Context: an optimization exercise on an open-source flow, tuned for a short achievable clock period and few clock cycles. The choices shown serve that exercise and are no tape-out recipe. Function was checked by simulation only, so behaviour that the tests miss may differ from the original. Power and IR drop assume default switching activity.

==> design/flow/design.v <==
`default_nettype none
package rv_pkg;
   typedef logic [32-1:0]          word_t;
   typedef logic [$clog2(32)-1:0] reg_idx_t;
   typedef logic [2:0]                   funct3_t;
   typedef logic [32/8-1:0]        byte_mask_t;
   typedef enum logic [3:0] {
      alu_add, alu_sub, alu_sll, alu_slt, alu_sltu, alu_xor,
      alu_srl, alu_sra, alu_or, alu_and, alu_pass_b    
   } alu_op_e;
   typedef enum logic [1:0] {
      wb_alu, wb_load, wb_pc4
   } wb_sel_e;
   typedef struct packed {
      logic  valid;
      word_t instr;
      word_t pc;
   } fd_reg_t;
   typedef struct packed {
      logic    reg_write;
      logic    mem_write;
      logic    mem_read;
      logic    branch;
      logic    jump;
      logic    jump_reg;     
      logic    src_a_pc;
      logic    src_b_imm;
      alu_op_e alu_op;
      wb_sel_e wb_sel;
   } ctrl_t;
   typedef struct packed {
      logic     valid;
      logic     reg_write;
      logic     mem_write;
      logic     mem_read;
      wb_sel_e  wb_sel;
      funct3_t  funct3;       
      reg_idx_t rd;
      word_t    alu_result;   
      word_t    store_data;
      word_t    pc_plus_4;
   } em_reg_t;
endpackage
`default_nettype wire
`default_nettype none
module rv_fetch (
   input  wire logic            clk_i,
   input  wire logic            t_intr,
   input  wire logic            stall_i,
   input  wire logic            redirect_i,
   input  rv_pkg::word_t        target_i,
   output rv_pkg::word_t        imem_addr_o,
   input  rv_pkg::word_t        imem_rdata_i,
   output rv_pkg::fd_reg_t      fd_o
);
   rv_pkg::word_t   pc_q;
   rv_pkg::word_t   pc_next;
   rv_pkg::fd_reg_t fd_q;
   always_comb begin
      if (redirect_i) begin
         pc_next = target_i;
      end else if (stall_i) begin
         pc_next = pc_q;    
      end else begin
         pc_next = pc_q + 32'd4;
      end
   end
   always_ff @(posedge clk_i or posedge t_intr) begin
      if (t_intr) begin
         pc_q <= 32'h0000_0000;
      end else begin
         pc_q <= pc_next;
      end
   end
   always_ff @(posedge clk_i or posedge t_intr) begin
      if (t_intr) begin
         fd_q <= '0;
      end else if (redirect_i) begin
         fd_q <= '0;                    
      end else if (!stall_i) begin
         fd_q <= {1'b1, imem_rdata_i, pc_q};    
      end
   end
   assign imem_addr_o = pc_q;
   assign fd_o        = fd_q;
endmodule
`default_nettype wire
`default_nettype none
module rv_decoder (
   input  rv_pkg::word_t instr_i,
   output rv_pkg::ctrl_t ctrl_o,
   output rv_pkg::word_t imm_o
);
   logic [6:0] opcode;
   rv_pkg::funct3_t    funct3;
   logic       f7b5;
   logic       is_alur;
   rv_pkg::alu_op_e    alu_fn;
   rv_pkg::word_t      imm_i;
   rv_pkg::word_t      imm_s;
   rv_pkg::word_t      imm_b;
   rv_pkg::word_t      imm_u;
   rv_pkg::word_t      imm_j;
   assign opcode  = instr_i[6:0];
   assign funct3  = instr_i[14:12];
   assign f7b5    = instr_i[30];
   assign is_alur = (opcode == 7'b0110011);
   assign imm_i = {{20{instr_i[31]}}, instr_i[31:20]};
   assign imm_s = {{20{instr_i[31]}}, instr_i[31:25], instr_i[11:7]};
   assign imm_b = {{19{instr_i[31]}}, instr_i[31], instr_i[7], instr_i[30:25],
                   instr_i[11:8], 1'b0};
   assign imm_u = {instr_i[31:12], 12'b0};
   assign imm_j = {{11{instr_i[31]}}, instr_i[31], instr_i[19:12], instr_i[20],
                   instr_i[30:21], 1'b0};
   always_comb begin
      case (funct3)
         3'b000:  alu_fn = (is_alur && f7b5) ? rv_pkg::alu_sub : rv_pkg::alu_add;
         3'b001:  alu_fn = rv_pkg::alu_sll;
         3'b010:  alu_fn = rv_pkg::alu_slt;
         3'b011:  alu_fn = rv_pkg::alu_sltu;
         3'b100:  alu_fn = rv_pkg::alu_xor;
         3'b101:  alu_fn = f7b5 ? rv_pkg::alu_sra : rv_pkg::alu_srl;    
         3'b110:  alu_fn = rv_pkg::alu_or;
         default: alu_fn = rv_pkg::alu_and;
      endcase
   end
   always_comb begin
      ctrl_o        = '0;    
      ctrl_o.alu_op = rv_pkg::alu_add;
      ctrl_o.wb_sel = rv_pkg::wb_alu;
      imm_o         = imm_i;
      case (opcode)
         7'b0110111: begin
            ctrl_o.reg_write = 1'b1;
            ctrl_o.src_b_imm = 1'b1;
            ctrl_o.alu_op    = rv_pkg::alu_pass_b;
            imm_o            = imm_u;
         end
         7'b0010111: begin
            ctrl_o.reg_write = 1'b1;
            ctrl_o.src_a_pc  = 1'b1;
            ctrl_o.src_b_imm = 1'b1;
            imm_o            = imm_u;
         end
         7'b1101111: begin
            ctrl_o.reg_write = 1'b1;
            ctrl_o.jump      = 1'b1;
            ctrl_o.wb_sel    = rv_pkg::wb_pc4;
            imm_o            = imm_j;
         end
         7'b1100111: begin
            ctrl_o.reg_write = 1'b1;
            ctrl_o.jump      = 1'b1;
            ctrl_o.jump_reg  = 1'b1;
            ctrl_o.wb_sel    = rv_pkg::wb_pc4;
         end
         7'b1100011: begin
            ctrl_o.branch = 1'b1;
            imm_o         = imm_b;
         end
         7'b0000011: begin
            ctrl_o.reg_write = 1'b1;
            ctrl_o.mem_read  = 1'b1;
            ctrl_o.src_b_imm = 1'b1;
            ctrl_o.wb_sel    = rv_pkg::wb_load;
         end
         7'b0100011: begin
            ctrl_o.mem_write = 1'b1;
            ctrl_o.src_b_imm = 1'b1;
            imm_o            = imm_s;
         end
         7'b0010011: begin
            ctrl_o.reg_write = 1'b1;
            ctrl_o.src_b_imm = 1'b1;
            ctrl_o.alu_op    = alu_fn;
         end
         7'b0110011: begin
            ctrl_o.reg_write = 1'b1;
            ctrl_o.alu_op    = alu_fn;
         end
         default: ;
      endcase
   end
endmodule
`default_nettype wire
`default_nettype none
module rv_regfile (
   input  wire logic       clk_i,
   input  wire logic       t_intr,
   input  rv_pkg::reg_idx_t raddr_a_i,
   input  rv_pkg::reg_idx_t raddr_b_i,
   output rv_pkg::word_t    rdata_a_o,
   output rv_pkg::word_t    rdata_b_o,
   input  wire logic       we_i,
   input  rv_pkg::reg_idx_t waddr_i,
   input  rv_pkg::word_t    wdata_i
);
   rv_pkg::word_t regs [0:32-1];
   logic  wr_live;    
   assign wr_live = we_i && (waddr_i != '0);
   always_ff @(posedge clk_i or posedge t_intr) begin
      if (t_intr) begin
         for (int i = 0; i < 32; i++) begin
            regs[i] <= '0;
         end
      end else if (wr_live) begin
         regs[waddr_i] <= wdata_i;
      end
   end
   assign rdata_a_o = regs[raddr_a_i];
   assign rdata_b_o = regs[raddr_b_i];
endmodule
`default_nettype wire
`default_nettype none
module rv_execute (
   input  wire logic       clk_i,
   input  wire logic       t_intr,
   input  rv_pkg::fd_reg_t fd_i,
   input  rv_pkg::word_t   rs_a_i,
   input  rv_pkg::word_t   rs_b_i,
   input  rv_pkg::em_reg_t em_i,      
   output rv_pkg::em_reg_t em_o,
   output logic            stall_o,
   output logic            redirect_o,
   output rv_pkg::word_t   target_o
);
   rv_pkg::ctrl_t    ctrl;
   rv_pkg::word_t    imm;
   rv_pkg::reg_idx_t rs1;
   rv_pkg::reg_idx_t rs2;
   rv_pkg::word_t    fwd_val;
   logic     fwd_ok;
   rv_pkg::word_t    op_a;
   rv_pkg::word_t    op_b;
   rv_pkg::word_t    alu_a;
   rv_pkg::word_t    alu_b;
   rv_pkg::word_t    alu_res;
   rv_pkg::word_t    jalr_sum;
   logic     br_cond;
   rv_pkg::em_reg_t  em_q;
   rv_decoder u_decoder (
      .instr_i (fd_i.instr),
      .ctrl_o  (ctrl),
      .imm_o   (imm)
   );
   assign rs1 = fd_i.instr[19:15];
   assign rs2 = fd_i.instr[24:20];
   assign fwd_ok  = em_i.valid && em_i.reg_write && (em_i.wb_sel != rv_pkg::wb_load) && (em_i.rd != '0);
   assign fwd_val = (em_i.wb_sel == rv_pkg::wb_pc4) ? em_i.pc_plus_4 : em_i.alu_result;
   assign op_a    = (fwd_ok && em_i.rd == rs1) ? fwd_val : rs_a_i;
   assign op_b    = (fwd_ok && em_i.rd == rs2) ? fwd_val : rs_b_i;
   assign alu_a = ctrl.src_a_pc ? fd_i.pc : op_a;
   assign alu_b = ctrl.src_b_imm ? imm : op_b;
   always_comb begin
      case (ctrl.alu_op)
         rv_pkg::alu_sub:  alu_res = alu_a - alu_b;
         rv_pkg::alu_sll:  alu_res = alu_a << alu_b[4:0];
         rv_pkg::alu_slt:  alu_res = 32'($signed(alu_a) < $signed(alu_b));
         rv_pkg::alu_sltu: alu_res = 32'(alu_a < alu_b);
         rv_pkg::alu_xor:  alu_res = alu_a ^ alu_b;
         rv_pkg::alu_srl:  alu_res = alu_a >> alu_b[4:0];
         rv_pkg::alu_sra:  alu_res = 32'($signed(alu_a) >>> alu_b[4:0]);
         rv_pkg::alu_or:   alu_res = alu_a | alu_b;
         rv_pkg::alu_and:  alu_res = alu_a & alu_b;
         rv_pkg::alu_pass_b: alu_res = alu_b;
         default:  alu_res = alu_a + alu_b;
      endcase
   end
   always_comb begin
      case (fd_i.instr[14:12])
         3'b000:  br_cond = (op_a == op_b);
         3'b001:  br_cond = (op_a != op_b);
         3'b100:  br_cond = ($signed(op_a) < $signed(op_b));
         3'b101:  br_cond = ($signed(op_a) >= $signed(op_b));
         3'b110:  br_cond = (op_a < op_b);
         3'b111:  br_cond = (op_a >= op_b);
         default: br_cond = 1'b0;
      endcase
   end
   assign stall_o = em_i.valid && em_i.mem_read && (em_i.rd != '0)
                    && (em_i.rd == rs1 || em_i.rd == rs2);
   assign redirect_o = !stall_o && (ctrl.jump || (ctrl.branch && br_cond));
   assign jalr_sum = op_a + imm;
   assign target_o = ctrl.jump_reg ? {jalr_sum[32-1:1], 1'b0} : fd_i.pc + imm;
   always_ff @(posedge clk_i or posedge t_intr) begin
      if (t_intr) begin
         em_q <= '0;
      end else if (stall_o || !fd_i.valid) begin
         em_q <= '0;    
      end else begin
         em_q.valid      <= 1'b1;
         em_q.reg_write  <= ctrl.reg_write;
         em_q.mem_write  <= ctrl.mem_write;
         em_q.mem_read   <= ctrl.mem_read;
         em_q.wb_sel     <= ctrl.wb_sel;
         em_q.funct3     <= fd_i.instr[14:12];
         em_q.rd         <= fd_i.instr[11:7];
         em_q.alu_result <= alu_res;
         em_q.store_data <= op_b;
         em_q.pc_plus_4  <= fd_i.pc + 32'd4;
      end
   end
   assign em_o = em_q;
endmodule
`default_nettype wire
`default_nettype none
module rv_lsu (
   input  rv_pkg::em_reg_t    em_i,
   output rv_pkg::word_t      dmem_addr_o,
   output logic               dmem_we_o,
   output logic               dmem_re_o,
   output rv_pkg::byte_mask_t dmem_be_o,
   output rv_pkg::word_t      dmem_wdata_o,
   input  rv_pkg::word_t      dmem_rdata_i,
   output logic               rf_we_o,
   output rv_pkg::reg_idx_t   rf_waddr_o,
   output rv_pkg::word_t      rf_wdata_o
);
   logic [1:0] offs;       
   rv_pkg::byte_mask_t st_mask;
   rv_pkg::word_t      shifted;
   rv_pkg::word_t      load_val;
   assign offs        = em_i.alu_result[1:0];
   assign dmem_addr_o = {em_i.alu_result[32-1:2], 2'b00};
   assign dmem_we_o   = em_i.valid && em_i.mem_write;
   assign dmem_re_o   = em_i.valid && em_i.mem_read;
   always_comb begin
      case (em_i.funct3[1:0])
         2'b00: begin
            dmem_wdata_o = {4{em_i.store_data[7:0]}};
            st_mask      = 4'b0001 << offs;
         end
         2'b01: begin
            dmem_wdata_o = {2{em_i.store_data[15:0]}};
            st_mask      = 4'b0011 << {offs[1], 1'b0};
         end
         default: begin
            dmem_wdata_o = em_i.store_data;
            st_mask      = 4'b1111;
         end
      endcase
   end
   assign dmem_be_o = dmem_we_o ? st_mask : '0;
   assign shifted = dmem_rdata_i >> {offs, 3'b000};
   always_comb begin
      case (em_i.funct3)
         3'b000:  load_val = {{24{shifted[7]}}, shifted[7:0]};      
         3'b001:  load_val = {{16{shifted[15]}}, shifted[15:0]};    
         3'b100:  load_val = {24'b0, shifted[7:0]};                 
         3'b101:  load_val = {16'b0, shifted[15:0]};                
         default: load_val = dmem_rdata_i;
      endcase
   end
   assign rf_we_o    = em_i.valid && em_i.reg_write;
   assign rf_waddr_o = em_i.rd;
   always_comb begin
      case (em_i.wb_sel)
         rv_pkg::wb_load: rf_wdata_o = load_val;
         rv_pkg::wb_pc4:  rf_wdata_o = em_i.pc_plus_4;    
         default: rf_wdata_o = em_i.alu_result;
      endcase
   end
endmodule
`default_nettype wire
`default_nettype none
module rv_core_top (
   input  wire logic           clk_i,
   input  wire logic           t_intr,
   output rv_pkg::word_t       imem_addr_o,
   input  rv_pkg::word_t       imem_rdata_i,
   output rv_pkg::word_t       dmem_addr_o,
   output logic                dmem_we_o,
   output logic                dmem_re_o,
   output rv_pkg::byte_mask_t  dmem_be_o,
   output rv_pkg::word_t       dmem_wdata_o,
   input  rv_pkg::word_t       dmem_rdata_i
);
   rv_pkg::fd_reg_t  fd;
   rv_pkg::em_reg_t  em;
   logic     stall;
   logic     redirect;
   rv_pkg::word_t    target;
   rv_pkg::word_t    rs_a;
   rv_pkg::word_t    rs_b;
   logic     rf_we;
   rv_pkg::reg_idx_t rf_waddr;
   rv_pkg::word_t    rf_wdata;
   rv_fetch u_fetch (
      .clk_i        (clk_i),
      .t_intr       (t_intr),
      .stall_i      (stall),
      .redirect_i   (redirect),
      .target_i     (target),
      .imem_addr_o  (imem_addr_o),
      .imem_rdata_i (imem_rdata_i),
      .fd_o         (fd)
   );
   rv_regfile u_regfile (
      .clk_i     (clk_i),
      .t_intr    (t_intr),
      .raddr_a_i (fd.instr[19:15]),
      .raddr_b_i (fd.instr[24:20]),
      .rdata_a_o (rs_a),
      .rdata_b_o (rs_b),
      .we_i      (rf_we),
      .waddr_i   (rf_waddr),
      .wdata_i   (rf_wdata)
   );
   rv_execute u_execute (
      .clk_i      (clk_i),
      .t_intr     (t_intr),
      .fd_i       (fd),
      .rs_a_i     (rs_a),
      .rs_b_i     (rs_b),
      .em_i       (em),       
      .em_o       (em),
      .stall_o    (stall),
      .redirect_o (redirect),
      .target_o   (target)
   );
   rv_lsu u_lsu (
      .em_i         (em),
      .dmem_addr_o  (dmem_addr_o),
      .dmem_we_o    (dmem_we_o),
      .dmem_re_o    (dmem_re_o),
      .dmem_be_o    (dmem_be_o),
      .dmem_wdata_o (dmem_wdata_o),
      .dmem_rdata_i (dmem_rdata_i),
      .rf_we_o      (rf_we),
      .rf_waddr_o   (rf_waddr),
      .rf_wdata_o   (rf_wdata)
   );
endmodule
`default_nettype wire
==> design/flow/run.sh <==
#!/bin/bash
# synth_recipe.tcl (not shown) runs the flow's synth.tcl, then flattens the netlist and writes it again
# the make line also repeats each setting of config.mk as NAME=value (left out here)
make -C /OpenROAD-flow-scripts/flow DESIGN_CONFIG=/design/flow/config.mk WORK_HOME=/design/flow/orfs CLKGATE_MAP_FILE= SYNTH_SCRIPT=/design/flow/synth_recipe.tcl finish
==> design/flow/config.mk <==
export PLATFORM = sky130hd
export DESIGN_NAME = rv_core_top
export DESIGN_NICKNAME = rv_core_top
export VERILOG_FILES = /design/flow/design.v
export SDC_FILE = /design/flow/constraint.sdc
export NUM_CORES = 4
export LEC_CHECK = 0
export CAP_MARGIN = 20
export CORE_MARGIN = 2
export CORE_UTILIZATION = 40
export SLEW_MARGIN = 20
==> design/flow/constraint.sdc <==
create_clock -name core_clock -period 10.0 [get_ports {clk_i}]
set_input_delay 2.0000 -clock core_clock [delete_from_list [all_inputs] [get_ports {clk_i}]]
set_output_delay 2.0000 -clock core_clock [all_outputs]
set_load 0.01 [all_outputs]
==> run summary <==
[worst max-delay path by stage]
stage / end / depth (start not counted)
2_1_floorplan: u_execute.em_q[0] / 1
3_3_place_gp: u_execute.em_q[64] / 23
3_5_place_dp: u_execute.em_q[64] / 23
4_1_cts: u_execute.em_q[64] / 23
5_1_grt: u_execute.em_q[93] / 23
6_report: u_execute.em_q[64] / 22
[worst max-delay path, delay by kind of cell (launching register included)]
family,cells,cell delay (ns)
flops,1,0.86
compound gates,11,4.31
buf+inv,1,0.40
fa+ha+maj,1,0.42
simple gates,9,2.69
[Yosys cell counts, types with 18 or more instances]
cell type     n
a22oi_1     506
o21bai_1     28
o21ai_1      33
o31ai_1      20
and3_1      325
dfrtp_1    1230
a22o_1       28
a21oi_1     365
inv_1       149
o211ai_1     32
buf_4        74
buf_2       163
o21a_1       30
a211oi_1     36
o21ai_0    1332
mux2i_1     143
nor4_1       76
a21o_1       72
ha_1        193
clkbuf_1    588
o22ai_1      44
and4_1       18
nand2_1    1622
a221o_1      19
nand2b_1     35
nand3_1     495
nor3_1       87
a31oi_1      38
buf_6        23
xor2_1       65
nor2b_1      42
nand4_1     168
a2111oi_0    85
a221oi_1     63
mux2_2       40
and2_1       29
buf_1        32
nor2_1      439
xnor2_1      88
or3_1        31
[power groups by stage]
stage	combinational [uW]	clock, uW	sequential (uW)
floorplan	4190	0	6250
global placement	6990	0	6810
detailed placement	6990	0	6810
CTS	7020	5650	6730
global route	7650	5850	6790
finish	7280	5640	6800
[per-layer routing]
| metal | track usage | share of wire |
|---|---|---|
| met5 | 0.000993 | 0.00057 |
| met4 | 0.346 | 0.094 |
| met2 | 0.667 | 0.41 |
| met3 | 0.150 | 0.12 |
| met1 | 0.577 | 0.37 |
[cell families after synthesis]
family          synth area share
fa+ha+maj                 0.0328
buf+inv                   0.0600
simple gates               0.216
xor+xnor                  0.0178
other cells            0.0000493
compound gates             0.242
flops                      0.405
mux                       0.0266
[layout make-up]
| cell class | instances | area [sq um] |
|---|---|---|
| clock buffer | 190 | 3980 |
| inverter | 156 | 589 |
| timing repair buffer | 491 | 4290 |
| multi-input combinational | 6987 | 41500 |
| tap | 2511 | 3140 |
| fill | 18800 | 104000 |
| antenna | 33 | 82.6 |
| sequential | 1230 | 30800 |
| clock inverter | 69 | 990 |
[state kept, by name, summed over array words and instances, names as in the netlist]
register,cells
u_fetch.pc_q,32
u_execute.em_q,109
u_fetch.fd_q,65
u_regfile.regs,1024
[through the flow]
| stage | total power (uW) | util |
|---|---|---|
| after floorplan | 10400 | - |
| after global placement | 13800 | 0.423 |
| after detailed placement | 13800 | 0.424 |
| after CTS | 19400 | 0.450 |
| after global routing | 20300 | 0.450 |
| final | 19700 | 0.450 |
==> run summary <==
via/cell ratio 6.94; placed cell area 80300 sq um; Warnings, synthesis 6; Worst R2R End u_execute.em_q[64]; final worst slack 1.18 ns; Worst-Margin Slew 1.34 ns; Fin Hold WS 0.392 ns; Initial Util 0.401; fin area 85400 sq um; vias in the first global route 74800; grt ovf 0; Leak 0.0389 uW; most common cell after layout, fill and taps aside nand2_1; DR pass1 iterations 7; PD cells 231 nW/um^2; total length of routed wires 459000 microns; Int Power 11200 uW; number of port buffers 165; fmax 113 MHz; Synth area leaders dfrtp_1, o21ai_0, nand2_1, a22oi_1, nand3_1; share of layout cells above drive strength 1 0.0950; hold wc startpoint u_regfile.regs[0][26]; combinational group share of total power 0.369; DP Cell Count 11400; Slew Viols, Final 0; CP startpoint kind flop; post-synthesis cell type count 126; Synth area leader dfrtp_1; crit path from u_fetch.fd_q[54]; TritonCTS Buffers 142; clock share of power 0.286; Clk Tree Root Cell clkbuf_16; standard-cell rows 160; Yosys top cell area share 0.405; first-pass GRT wire length 627000 microns; R2R Path Start u_fetch.fd_q[54]; Vias 81000; final antenna-violating net count 0; Hold Buf Count CTS 0; pin count of the biggest net entering global routing 151; sequential power share 0.345; clk slew on worst S/H paths 0.07 ns; setup violators final 0; CTS resizes 0; H-tree depth 4; EDFF count, synth 0; Post-CTS Setup Inserts 0; Die Wd 440 microns; classification of the worst setup path flop to flop; ys async rst share 1.00; post-DR wirelength/cell 39.4 microns; Critical Path Max Stage Delay 1.00 ns; Clock Latency Late Sink 0.87 ns; hold path depth 0; Tmin final 8.82 ns; overall routing resource usage 0.463; CTS tree built; Post-DP HPWL 321000 microns; critical path fanouts, max 24; Worst setup EP type flop; switching power 8500 uW; Hold Vio Cnt, Final 0; Die Ht 440 microns; WHS Endpoint u_regfile.regs[0][26]; # IOs 168; CTS Buffer Depth 3; Post-Syn Area 76000 sq um; drt drc 0; Slew HR 0.104; core area 190000 sq um; pre-CTS setup slack 1.90 ns; Net count, final 9271; switching share of power 0.431; Synth Flop Type dfrtp_1; max-cap violations 0; outcome no timing/DRC/antenna violations; WP data arrival 9.54 ns; RePlAce Congestion 1.05; DRT iter0 DRCs 13800; Hold Path Class flop to flop; IR Drop Worst-Case VDD 208 uV; most frequent cells in the layout nand2_1, o21ai_0, dfrtp_1; crit path cell chain and3b_1 -> and2_2 -> buf_4 -> a22oi_1 -> nand2_1 -> nor4_1 -> a21oi_1 -> a21oi_1 -> o21ai_0 -> ha_1 -> nor4_1 -> o211a_1 -> nor4_1 -> o31ai_1 -> a21oi_1 -> nand2_1 -> a311oi_1 -> o31ai_1 -> a221oi_1 -> nand4_1 -> nand3_1 -> o221a_1; CTS sink cnt 1230; Final Non-Filler Cells 11700; Syn Inst Count 9253; syn_area_per_cell 8.22 sq um; R2R cell count 22; antenna violations before repair 43; critical path's slowest cell a21oi_1; TNS Setup 0 ns; Worst Skew 0.0605 ns; post-synthesis register bit count 1230; required time worst endpoint 10.72 ns; die area 194000 sq um; layout overhead on the synthesized area 12.3%; RSZ-0062 raised after global routing no; r2r setup slk 1.18 ns; Tcrit/Tclk final 0.882; sequential element share of the synthesized area 0.405
Testbench counts, summed over its fixed seeds: cycles 231,873.

afterwards: timing with drivers on the ports:
No port has a modelled driver above. Below, the same layout with a new extraction and two added sets of constraints. Step 1 assumes that a clkbuf_16 drives the clock port and a buf_2 every other input. Step 2 times the ports against the registers' clock, not the clock port: input delays grow and output delays shrink by t, the midpoint of the rising clock arrivals with the driver on. a / b / c = ideal / step 1 / step 2; a / b = the first two.
t, ns: 0.944
setup WS [ns]: 1.181 / 1.181 / 1.181
worst setup path at the end: register to register
After both steps setup and hold are still met in this run. The setup slack of this run moves by 0.000 ns with the drivers and by 0.000 ns with both steps.
